Context: an optimization exercise on an open-source flow, tuned for small area, a short achievable clock period and few clock cycles per item. The choices shown serve that exercise and are no tape-out recipe. Function was checked by simulation only, so behaviour that the tests miss may differ from the original. Power and IR drop assume default switching activity.

==> design/flow/design.v <==
module note_priority_list (
	input  logic       clk,
	input  logic       arst_n,
	input  logic       in_valid,
	output logic       in_ready,
	input  logic       in_op,
	input  logic [6:0] in_pitch,
	input  logic [6:0] in_velocity,
	output logic       out_valid,
	input  logic       out_ready,
	output logic       out_new_valid,
	output logic [6:0] out_new_pitch,
	output logic [6:0] out_new_velocity,
	output logic       out_old_valid,
	output logic [6:0] out_old_pitch,
	output logic       out_dropped,
	input  logic       cfg_valid,
	output logic       cfg_ready,
	input  logic       cfg_index,
	input  logic [4:0] cfg_data
);
	localparam int N = 16;
	logic [1:0] mode_q;
	logic [4:0] mv_q;
	always_ff @(posedge clk or negedge arst_n) begin
		if (!arst_n) begin
			mode_q <= 2'd0;
			mv_q   <= 5'd0;
		end else if (cfg_valid) begin
			if (cfg_index == 1'b0)
				mode_q <= cfg_data[1:0];
			else
				mv_q   <= cfg_data;
		end
	end
	assign cfg_ready = 1'b1;
	logic [N-1:0] valid_q;
	logic [6:0]   pitch_q [0:N-1];
	logic [6:0]   vel_q   [0:N-1];
	logic       a_valid, a_op, s_valid, s_op;
	logic [6:0] a_p, a_v, s_p, s_v;
	logic [1:0]  cnt_q;
	logic [23:0] f0_q, f1_q;
	logic go, complete, multi, a_free, acc, push, pop;
	logic [N-1:0] eq, cand, pre_c, ins, pre_e;
	logic [N-1:0] valid_d;
	logic [6:0]   pitch_d [0:N-1];
	logic [6:0]   vel_d   [0:N-1];
	assign go = a_valid && (cnt_q != 2'd2);
	always_comb begin
		for (int i = 0; i < N; i++) begin
			logic o;
			eq[i] = valid_q[i] && (pitch_q[i] == a_p);
			case (mode_q)
				2'd0:    o = 1'b1;
				2'd1:    o = a_p > pitch_q[i];
				2'd2:    o = a_p < pitch_q[i];
				default: o = 1'b0;
			endcase
			cand[i] = (i == N - 1) ? 1'b1 : (!valid_q[i] || o);
		end
		pre_c[0] = 1'b0;
		for (int i = 1; i < N; i++)
			pre_c[i] = pre_c[i-1] | cand[i-1];
		for (int i = 0; i < N; i++)
			ins[i] = cand[i] && !pre_c[i];
		pre_e[0] = eq[0];
		for (int i = 1; i < N; i++)
			pre_e[i] = pre_e[i-1] | eq[i];
		multi = 1'b0;
		for (int i = 1; i < N; i++)
			multi = multi | (eq[i] & pre_e[i-1]);
	end
	always_comb begin
		for (int i = 0; i < N; i++) begin
			valid_d[i] = valid_q[i];
			pitch_d[i] = pitch_q[i];
			vel_d[i]   = vel_q[i];
			if (go) begin
				if (a_op == 1'b0) begin
					if (i > 0 && pre_c[i]) begin
						valid_d[i] = valid_q[i-1];
						pitch_d[i] = pitch_q[i-1];
						vel_d[i]   = vel_q[i-1];
					end else if (ins[i]) begin
						valid_d[i] = 1'b1;
						pitch_d[i] = a_p;
						vel_d[i]   = a_v;
					end
				end else if (pre_e[i]) begin
					if (i < N - 1) begin
						valid_d[i] = valid_q[i+1];
						pitch_d[i] = pitch_q[i+1];
						vel_d[i]   = vel_q[i+1];
					end else begin
						valid_d[i] = 1'b0;
					end
				end
			end
		end
	end
	always_ff @(posedge clk or negedge arst_n) begin
		if (!arst_n)
			valid_q <= '0;
		else
			valid_q <= valid_d;
	end
	always_ff @(posedge clk) begin
		for (int i = 0; i < N; i++) begin
			pitch_q[i] <= pitch_d[i];
			vel_q[i]   <= vel_d[i];
		end
	end
	logic [23:0] res;
	logic [N-1:0] m_lt;            
	logic [N-1:0] sel_x, sel_y;    
	logic        lim_on, early, rem_lt, sounded, v_ok;
	logic        x_valid, y_valid, cand_y;
	logic [6:0]  x_p, x_v, y_p, y_v;
	always_comb begin
		v_ok = (mv_q != 5'd0) && (mv_q <= 5'd16);
		for (int i = 0; i < N; i++) begin
			m_lt[i]  = (5'(i) < mv_q);
			sel_x[i] = (5'(i + 1) == mv_q);
			sel_y[i] = (5'(i) == mv_q);
		end
		x_valid = 1'b0; x_p = '0; x_v = '0;
		y_valid = 1'b0; y_p = '0; y_v = '0;
		cand_y  = 1'b0;
		lim_on  = (mv_q == 5'd1);
		for (int i = 0; i < N; i++) begin
			x_valid = x_valid | (sel_x[i] & valid_q[i]);
			x_p     = x_p | ({7{sel_x[i]}} & pitch_q[i]);
			x_v     = x_v | ({7{sel_x[i]}} & vel_q[i]);
			y_valid = y_valid | (sel_y[i] & valid_q[i]);
			y_p     = y_p | ({7{sel_y[i]}} & pitch_q[i]);
			y_v     = y_v | ({7{sel_y[i]}} & vel_q[i]);
			cand_y  = cand_y | (sel_y[i] & cand[i]);
			if (i < N - 1)
				lim_on = lim_on | (sel_x[i+1] & valid_q[i]);
		end
		early   = |(m_lt & cand);
		rem_lt  = |(m_lt & eq);
		sounded = early | rem_lt;
		res = '0;
		if (a_op == 1'b0) begin
			res[0] = valid_q[N-1];
			if (!(lim_on && !sounded)) begin
				res[23]    = 1'b1;
				res[22:16] = a_p;
				res[15:9]  = a_v;
				if (lim_on && x_valid && (mv_q != 5'd16)) begin
					res[8]   = 1'b1;
					res[7:1] = early ? x_p : (cand_y ? a_p : y_p);
				end
			end
		end else if (v_ok) begin
			if (rem_lt) begin
				res[23]    = y_valid;
				res[22:16] = y_valid ? y_p : 7'd0;
				res[15:9]  = y_valid ? y_v : 7'd0;
			end else begin
				res[23]    = x_valid;
				res[22:16] = x_valid ? x_p : 7'd0;
				res[15:9]  = x_valid ? x_v : 7'd0;
			end
		end
	end
	assign complete = go && !(a_op && multi);
	assign a_free   = !a_valid || complete;
	assign in_ready = !s_valid;
	assign acc      = in_valid && !s_valid;
	always_ff @(posedge clk or negedge arst_n) begin
		if (!arst_n) begin
			a_valid <= 1'b0;
			s_valid <= 1'b0;
		end else begin
			if (a_free)
				a_valid <= s_valid || acc;
			if (a_free)
				s_valid <= 1'b0;
			else if (acc)
				s_valid <= 1'b1;
		end
	end
	always_ff @(posedge clk) begin
		if (a_free) begin
			if (s_valid) begin
				a_op <= s_op;
				a_p  <= s_p;
				a_v  <= s_v;
			end else begin
				a_op <= in_op;
				a_p  <= in_pitch;
				a_v  <= in_velocity;
			end
		end
		if (!s_valid) begin
			s_op <= in_op;
			s_p  <= in_pitch;
			s_v  <= in_velocity;
		end
	end
	assign push      = complete;
	assign out_valid = (cnt_q != 2'd0);
	assign pop       = out_valid && out_ready;
	always_ff @(posedge clk or negedge arst_n) begin
		if (!arst_n)
			cnt_q <= 2'd0;
		else
			cnt_q <= cnt_q + {1'b0, push} - {1'b0, pop};
	end
	always_ff @(posedge clk) begin
		if (push && (cnt_q == 2'd0 || (cnt_q == 2'd1 && pop)))
			f0_q <= res;
		else if (pop)
			f0_q <= f1_q;
		if (push && cnt_q == 2'd1 && !pop)
			f1_q <= res;
	end
	assign {out_new_valid, out_new_pitch, out_new_velocity, out_old_valid, out_old_pitch,
		out_dropped} = f0_q;
endmodule
==> design/flow/run.sh <==
#!/bin/bash
# synth_recipe.tcl (not shown) runs the flow's synth.tcl, then flattens the netlist and writes it again
# the make line also repeats each setting of config.mk as NAME=value (left out here)
make -C /OpenROAD-flow-scripts/flow DESIGN_CONFIG=/design/flow/config.mk WORK_HOME=/design/flow/orfs CLKGATE_MAP_FILE= SYNTH_SCRIPT=/design/flow/synth_recipe.tcl finish
==> design/flow/config.mk <==
export PLATFORM = sky130hd
export DESIGN_NAME = note_priority_list
export DESIGN_NICKNAME = note_priority_list
export VERILOG_FILES = /design/flow/design.v
export SDC_FILE = /design/flow/constraint.sdc
export NUM_CORES = 4
export LEC_CHECK = 0
export CAP_MARGIN = 20
export CORE_MARGIN = 2
export CORE_UTILIZATION = 40
export PLACE_DENSITY = 0.6
export SLEW_MARGIN = 20
==> design/flow/constraint.sdc <==
create_clock -name core_clock -period 5.0 [get_ports {clk}]
set_input_delay 1.0000 -clock core_clock [delete_from_list [all_inputs] [get_ports {clk}]]
set_output_delay 1.0000 -clock core_clock [all_outputs]
set_load 0.01 [all_outputs]
==> metrics.csv <==
stage,metric,value,unit
outcome,status,no timing/DRC/antenna violations,
logic_synthesis,async_flop_share,0.08207,
clocking,cts_buffers,41,
placement,dpl.hpwl,70.98,mm
logic_synthesis,ys_seq_area_frac,0.4245,
global_routing,antenna_found_initial,3,
clocking,clk_pin_slew,0.06,ns
final_layout,regArea,0.009594,mm²
final_layout,layout.nets,2548,
sta,worstMarginPinSlew,1.048,ns
final_layout,instances_no_fill,3204,
worst_setup_path,start_kind,register,
global_routing,grt_usage,0.3486,
clocking,clock_latency,0.60,ns
clocking,cts_tree,built,
detailed_routing,routed_wl,104.3,mm
logic_synthesis,synth_area_leaders,"edfxtp_1, mux2i_1, ha_1",
sta,setup_viol,0,
detailed_routing,drt_iter0_markers,3476,
power_and_ir_drop,power_density,815.1,mW/mm²
detailed_routing,drc,0,
worst_setup_path,cp.arrival,5.03,ns
final_layout,multi_input_area,0.01191,mm²
logic_synthesis,synthCells,2392,
global_routing,grt_pass1_vias,20100,
global_routing,gr-total-overflow,0,
power_and_ir_drop,leakage,9.834,nW
sta,fin_skew,0.01659,ns
job,cap_viol_max_count,0,
die,row_count,87,
logic_synthesis,yosys.cell_count.top_type,edfxtp_1,
power_and_ir_drop,peakVddDrop,322.6,µV
sta,min_period_over_period,0.9546,
global_routing,grt_first_pass_wirelength,148.2,mm
logic_synthesis,syn-num-nets,2525,
clocking,postCtsSetupRepairBufs,0,
sta,relSlewSlack,0.3015,
detailed_routing,wl_per_cell,32.55,µm
clocking,hold_buffers,0,
logic_synthesis,synth_edf_count,287,
final_layout,drive_gt1_frac,0.1127,
sta,timing.fmax,209.5,MHz
worst_setup_path,crit_required,5.26,ns
worst_setup_path,worstPathMaxFanout,24,
sta,hold_violations,0,
clocking,post_cts_resized,0,
logic_synthesis,yosys_most_used_dff,edfxtp_1,
global_routing,grt_max_degree,124,
logic_synthesis,synth.top_cells.by_count,"edfxtp_1, nand2_1, o21ai_0",
logic_synthesis,ys_ff_latch,329,
final_layout,antenna_cells,0,
detailed_routing,vias,21560,
logic_synthesis,ys_types,85,
die,core_area,0.05617,mm²
die,dieWidth,241.7,µm
sta,fin_tns_setup,0,ns
final_layout,fill_cells,5408,
detailed_routing,via_per_inst,6.729,
placement,place_inst,3128,
detailed_routing,ant_nets,0,
logic_synthesis,synth-warning-count,6,
logic_synthesis,syn_area,0.02260,mm²
clocking,ctsHtreeMaxLevel,2,
final_layout,syn_to_final_growth,14.09,%
placement,portBuffers,51,
die,die_height,241.7,µm
logic_synthesis,synth_area_leader_cell,edfxtp_1,
clocking,clock-root-buffer,clkbuf_16,
sta,fin_crit,4.773,ns
worst_setup_path,critical_path_class,reg -> reg,
worst_setup_path,cp-end-kind,register,
sta,drv_slew,0,
logic_synthesis,synth_top_area_frac,0.3813,
logic_synthesis,post_synth.cell_area_avg,9.449,µm²
die,die-area,0.05842,mm²
clocking,cts_sinks,329,
min_path,hold_path_class,reg -> reg,
detailed_routing,drt_pass1_iterations,6,
clocking,clk_path_buf_depth,3,
die,ios,53,
die,initial_core_util,0.4024,
placement,place.gp.congestion,0.9813,
sta,rsz0062_at_grt,false,
-- path summary, 6_finish.rpt --
check	startpoint	to	slack, ns	cells after the start
min in group asynchronous	arst_n	mv_q[0]	0.81	2
max	a_p[4]	f0_q[13]	0.23	12
max in group asynchronous	arst_n	cnt_q[0]	3.91	2
max reg2reg	a_p[4]	f0_q[13]	0.23	12
min reg2reg	s_p[1]	s_p[1]	0.47	1
min	s_p[1]	s_p[1]	0.47	1
-- power breakdown --
group	internal (mW)	switching, mW	total [mW]
logic	3.56	6.85	10.4
registers	5.28	2.24	7.52
clock network	1.80	1.29	3.09
-- layout by cell type (no fill, tap or decap), types with 9 or more instances in the layout --
cell type and n:
a211oi_1 21, a21o_1 9, a21oi_1 84, a221oi_1 32, a22o_1 33, a22oi_1 163, a31oi_1 19, and2_1 11
and3_1 14, buf_4 112, clkbuf_16 42, clkdlybuf4s50_1 51, clkinv_1 10, dfrtp_1 27, dfxtp_1 15, edfxtp_1 287
ha_1 107, inv_1 121, mux2_2 47, mux2i_1 169, nand2_1 277, nand2b_1 12, nand3_1 68, nand3b_1 13
nand4_1 46, nor2_1 132, nor2_2 13, nor3_1 22, o21a_1 11, o21ai_0 234, o22ai_1 13, or3_1 26
-- critical path, cell delays in order, from the launching register on --
cell and delay (ns):
edfxtp_1 0.61, buf_4 0.28, ha_1 0.31, and4_1 0.26
and3_1 0.20, or4b_2 0.73, nor3b_1 0.35, nor2_1 0.08
nor4_1 0.36, o2bb2ai_1 0.38, or2_2 0.49, nand2b_1 0.09
buf_4 0.30
-- sequential cells by signal (all words and copies together), names as in the netlist --
signal   flops
f0_q        24
vel_q      112
pitch_q    112
s_v          7
mode_q       2
s_op         1
a_op         1
a_v          7
cnt_q        2
s_p          7
s_valid      1
f1_q        24
a_p          7
valid_q     16
a_valid      1
mv_q         5
-- layer usage --
layer	wire length, µm	vias up	GRT usage
li1	-	9090	-
met1	41690	10430	0.4811
met2	43280	1703	0.5068
met3	13420	343	0.09212
met4	5895	0	0.1663
met5	0	-	0
-- layout make-up --
| class | instances | share of cell area |
|---|---|---|
| Sequential cell | 329 | 0.3720 |
| Inverter | 123 | 0.01790 |
| Multi-Input combinational cell | 1749 | 0.4619 |
| Clock inverter | 24 | 0.009461 |
| Timing Repair Buffer | 171 | 0.05861 |
| Clock buffer | 52 | 0.04337 |
| Tap cell | 756 | 0.03668 |
-- kinds of logic (layout without fill, tap and decap cells) --
| group | Yosys count | count (layout) | synth area share |
|---|---|---|---|
| other | 1 | 1 | 0.0001659 |
| AO/OA/AOI/OAI | 718 | 718 | 0.2101 |
| flip-flops | 329 | 329 | 0.4245 |
| XOR/XNOR | 9 | 9 | 0.003488 |
| AND/OR/NAND/NOR | 689 | 689 | 0.1450 |
| adder cells (fa/ha/maj) | 109 | 109 | 0.06012 |
| buffers and inverters | 314 | 370 | 0.05497 |
| multiplexers | 223 | 223 | 0.1017 |
-- per-stage QoR --
step	area (µm²)	hold slack, ns	util	total power, mW	setup slack, ns
final	25790	0.4690	0.4591	21.02	0.2268
after global routing	25790	0.4934	0.4591	21.99	0.1167
after CTS	25790	0.4756	0.4591	20.60	0.3336
after detailed placement	24430	0.4626	0.4349	17.45	0.3367
after global placement	24430	0.4515	0.4349	17.30	0.4556
after floorplan	22610	0.4461	-	12.39	0.2161
Testbench counts, summed over its fixed seeds: cycles 9,815, events 8,192.

[port drivers added, routing unchanged]
No port has a modelled driver above. Below, the same layout with a new extraction and two added sets of constraints.
Step 1 assumes that a clkbuf_16 drives the clock port and a buf_2 every other input.
Step 2 also shifts input and output timing later by t, the mid clock arrival at the registers, as if the neighbouring blocks saw the same clock.
Three values: ideal, step 1, step 2; two values: the first two.
shift t [ns]: 0.655
slack for setup (ns): 0.227 / 0.227 / 0.227
hold WS [ns]: 0.469 / 0.469 / 0.469
worst register clock-pin slew, ns: 0.07 / 0.07
After both steps this run still meets setup and hold. For this run, drivers alone change the setup slack by 0.000 ns; drivers and shift together by 0.000 ns.
